Context: an optimization exercise on an open-source flow, tuned for small area, a short achievable clock period and few clock cycles per item. The choices shown serve that exercise and are no tape-out recipe. Where RTL was checked, it was by simulation tests only, not by an equivalence proof against the original. Power figures rest on the tool's default switching activity, not on a simulated workload.

// bicubic_resizer
module bicubic_resizer (
   input  logic        i_clk,
   input  logic        i_rstn,
   input  logic [31:0] i_s_data,               
   input  logic        i_s_valid,
   output logic        o_s_ready,
   output resizer_pkg::pixel_t      o_m_data,
   output logic        o_m_valid,
   output logic        o_m_eol,
   output logic        o_m_eof,
   input  logic        i_m_ready
);
Size: ~4000 cells after synthesis, ~64 I/O pins, roughly 0.047 mm² of cells after synthesis.
Settings: LEC_CHECK=0, ABC_AREA=1, CAP_MARGIN=20, CORE_MARGIN=2, CORE_UTILIZATION=40, CTS_CLUSTER_DIAMETER=80, CTS_CLUSTER_SIZE=24, SETUP_SLACK_MARGIN=5, SLEW_MARGIN=20; clock period 8.0 ns.
run.sh (not shown) runs the stock make flow with config.mk's settings and CLKGATE_MAP_FILE= SYNTH_SCRIPT=/design/flow/synth_recipe.tcl, a recipe that flattens the netlist after the stock synthesis.
Testbench counts at the start, summed over its fixed seeds: cycles 3,256, pixels 3,072.
Edit:
--- a/flow/design.v
+++ b/flow/design.v
@@ -228,18 +228,16 @@
          p2_sub <= p1_sub;
          p2_eol <= p1_eol;
          p2_eof <= p1_eof;
       end
    end
    logic signed [17:0] q1 [3];
    logic signed [16:0] q2 [3];
    logic signed [13:0] q3 [3];
-   logic [2:0][9:0]    p3_acc;                  
-   logic p3_em, p3_eol, p3_eof;
    logic signed [17:0] q1_a [3], q1_b [3], q1_n [3], bt [3];
    logic signed [16:0] q2_b [3], q2_c [3], q2_n [3];
    always_comb begin
       for (int ch = 0; ch < 3; ch++) begin
          q1_a[ch] = p2_c0 ? (18'(q3[ch]) <<< 3) : (18'(vs[ch]) <<< 3);
          q1_b[ch] = (p2_c0 | p2_c7) ? 18'sd0 : 18'(vs[ch]);
          q1_n[ch] = 18'(q2[ch]) + q1_a[ch] + q1_b[ch];
          q2_b[ch] = p2_c0 ? 17'sd0 : 17'(vs[ch]);
@@ -251,51 +249,46 @@
    always_ff @(posedge i_clk) begin
       if (adv) begin
          for (int ch = 0; ch < 3; ch++) begin
             if (p2_hv || p2_t0) q1[ch] <= q1_n[ch];
             if (p2_hv) begin
                q2[ch] <= q2_n[ch];
                q3[ch] <= vs[ch];
             end
-            p3_acc[ch] <= bt[ch][17:8];
          end
-         p3_eol <= p2_eol;
-         p3_eof <= p2_eof;
       end
    end
    always_ff @(posedge i_clk) begin
       if (!i_rstn) begin
          p1_em <= 1'b0;
          p1_hv <= 1'b0;
          p1_t0 <= 1'b0;
          p2_em <= 1'b0;
          p2_hv <= 1'b0;
          p2_t0 <= 1'b0;
-         p3_em <= 1'b0;
       end else if (adv) begin
          p1_em <= e_em;
          p1_hv <= e_hv;
          p1_t0 <= e_t0;
          p2_em <= p1_em;
          p2_hv <= p1_hv;
          p2_t0 <= p1_t0;
-         p3_em <= p2_em;
       end
    end
    function automatic logic [7:0] clip(input logic [9:0] acc);    
       if (acc[9])      clip = 8'd0;
       else if (acc[8]) clip = 8'd255;
       else             clip = acc[7:0];
    endfunction
    logic [25:0] pushd;
    logic [25:0] sk;
    logic        push;
-   assign pushd   = {p3_eol, p3_eof, clip(p3_acc[2]), clip(p3_acc[1]), clip(p3_acc[0])};
-   assign push    = adv & p3_em;
+   assign pushd   = {p2_eol, p2_eof, clip(bt[2][17:8]), clip(bt[1][17:8]), clip(bt[0][17:8])};
+   assign push    = adv & p2_em;
    assign hd_free = ~o_m_valid | i_m_ready;
    assign sk_v_n  = ~hd_free & (sk_v | push);
    always_ff @(posedge i_clk) begin
       if (!i_rstn) begin
          o_m_valid <= 1'b0;
          sk_v      <= 1'b0;
       end else begin
          sk_v <= sk_v_n;
Outcome:
- power goes down by about 2.7%
- clock skew is about the same
- core utilization is about the same
- final area is about the same
- non-clock buffer count is higher by 23
Only the layout flow was run in the second run of this note; the RTL was not checked for function there.

Another version of the RTL of bicubic_resizer (not shown whole).
Size in the first run: roughly 1000 flip-flops, ~64 I/O pins, roughly 47000 um^2 of cells after synthesis.
clock: 8.0 ns
lec_check: 0
cap_margin: 20
core_margin: 2
core_utilization: 40
setup_slack_margin: 5
slew_margin: 20
Change:
--- a/flow/design.v
+++ b/flow/design.v
@@ -53,22 +53,19 @@
    logic       tpend;       
    logic       tis5;        
    logic       sk_v;        
    logic       adv;         
    assign adv = ~sk_v;
    logic       pending;
-   logic       st_norm, st_fl, st_any;
+   logic       st_norm, st_fl, st_any;    
    logic [2:0] c;           
    logic       vstep;       
    logic       tonly;       
    logic       vrow5;
    logic       first;
    assign pending = prev | tpend;
-   assign st_norm = adv & ~fl & in_v;
-   assign st_fl   = adv & (fl | (~in_v & pending));
-   assign st_any  = st_norm | st_fl;
    assign first   = ~fl;
    assign c       = fl ? vc : x;
    assign vstep   = st_norm ? ((r >= 3'd2) | prev) : prev;
    assign tonly   = st_fl & ~prev & tpend & (c < 3'd2);
    assign vrow5   = prev & prow5;
    function automatic logic [4:0] tap_sel(input logic pv, input logic p5, input logic [2:0] rr,
@@ -193,21 +190,27 @@
       end
    end
    logic take, in_v_n, sk_v_n, hd_free;
    assign take    = o_s_ready & i_s_valid;
    assign in_v_n  = take | (in_v & ~st_norm);
    always_ff @(posedge i_clk) begin
-      if (o_s_ready) in_pix <= i_s_data[23:0];     
+      if (~in_v | st_norm) in_pix <= i_s_data[23:0];     
    end
    always_ff @(posedge i_clk) begin
       if (!i_rstn) begin
          in_v      <= 1'b0;
          o_s_ready <= 1'b1;
+         st_norm   <= 1'b0;
+         st_fl     <= 1'b0;
+         st_any    <= 1'b0;
       end else begin
          in_v      <= in_v_n;
          o_s_ready <= ~in_v_n | (~sk_v_n & ~fl_n);
+         st_norm   <= ~sk_v_n & ~fl_n & in_v_n;
+         st_fl     <= ~sk_v_n & (fl_n | (~in_v_n & (prev_n | tpend_n)));
+         st_any    <= ~sk_v_n & (fl_n | in_v_n | prev_n | tpend_n);
       end
    end
    logic [2:0][8:0] p1_bc, p1_ad;
    logic p1_em, p1_sh, p1_eol, p1_eof, p1_a1, p1_b2, p1_c1, p1_d2, p1_d1;
    always_ff @(posedge i_clk) begin
       if (adv) begin
The new run passed the timing, design-rule and antenna checks.
Die area went up slightly.
Via count went down slightly.
Sequential share of layout area went down by 0.13 points.
Worst setup slack is better by 0.039 ns.
Total power went down by a few percent.
Clock power went up by a few percent.
Synthesized cell count went down by a few percent.
Final cell count went down slightly.
Final area went up slightly.
Area after synthesis went up slightly.
Core utilization hardly moves.
No run of this note included a check of the RTL's function; only the layout flow was run.

-- re-timing with driven ports --
In the flow no input, the clock included, has a driving cell. The finished layouts below were timed again as built, in two steps. Step 1 sets driving cells, clkbuf_16 on the clock port and buf_2 on the other inputs (assumed; they add their load-dependent delay and slew). Step 2 also shifts input and output timing later by t, the mid clock arrival at the registers, as if the neighbouring blocks saw the same clock. Three values: no drivers, after step 1, after step 2; two values: the first two.
| run | shift t [ns] | setup slack, ns | hold WS [ns] | worst setup path after step 2 |
|---|---|---|---|---|
| the first run of note 1 | 0.748 | 4.986 / 4.986 / 4.785 | 0.406 / 0.406 / 0.406 | input to register |
| the second run of note 1 | 0.700 | 4.902 / 4.902 / 4.578 | 0.409 / 0.409 / 0.409 | input to register |
| the first run of note 2 | 0.738 | 4.746 / 4.746 / 4.692 | 0.403 / 0.403 / 0.403 | input to register |
| the second run of note 2 | 0.754 | 4.785 / 4.785 / 4.652 | 0.401 / 0.401 / 0.401 | input to register |
After both steps setup and hold are still met in every run listed. The setup slack of the second run of note 1, which loses most, moves by 0.000 ns with the drivers and by -0.324 ns with both steps.
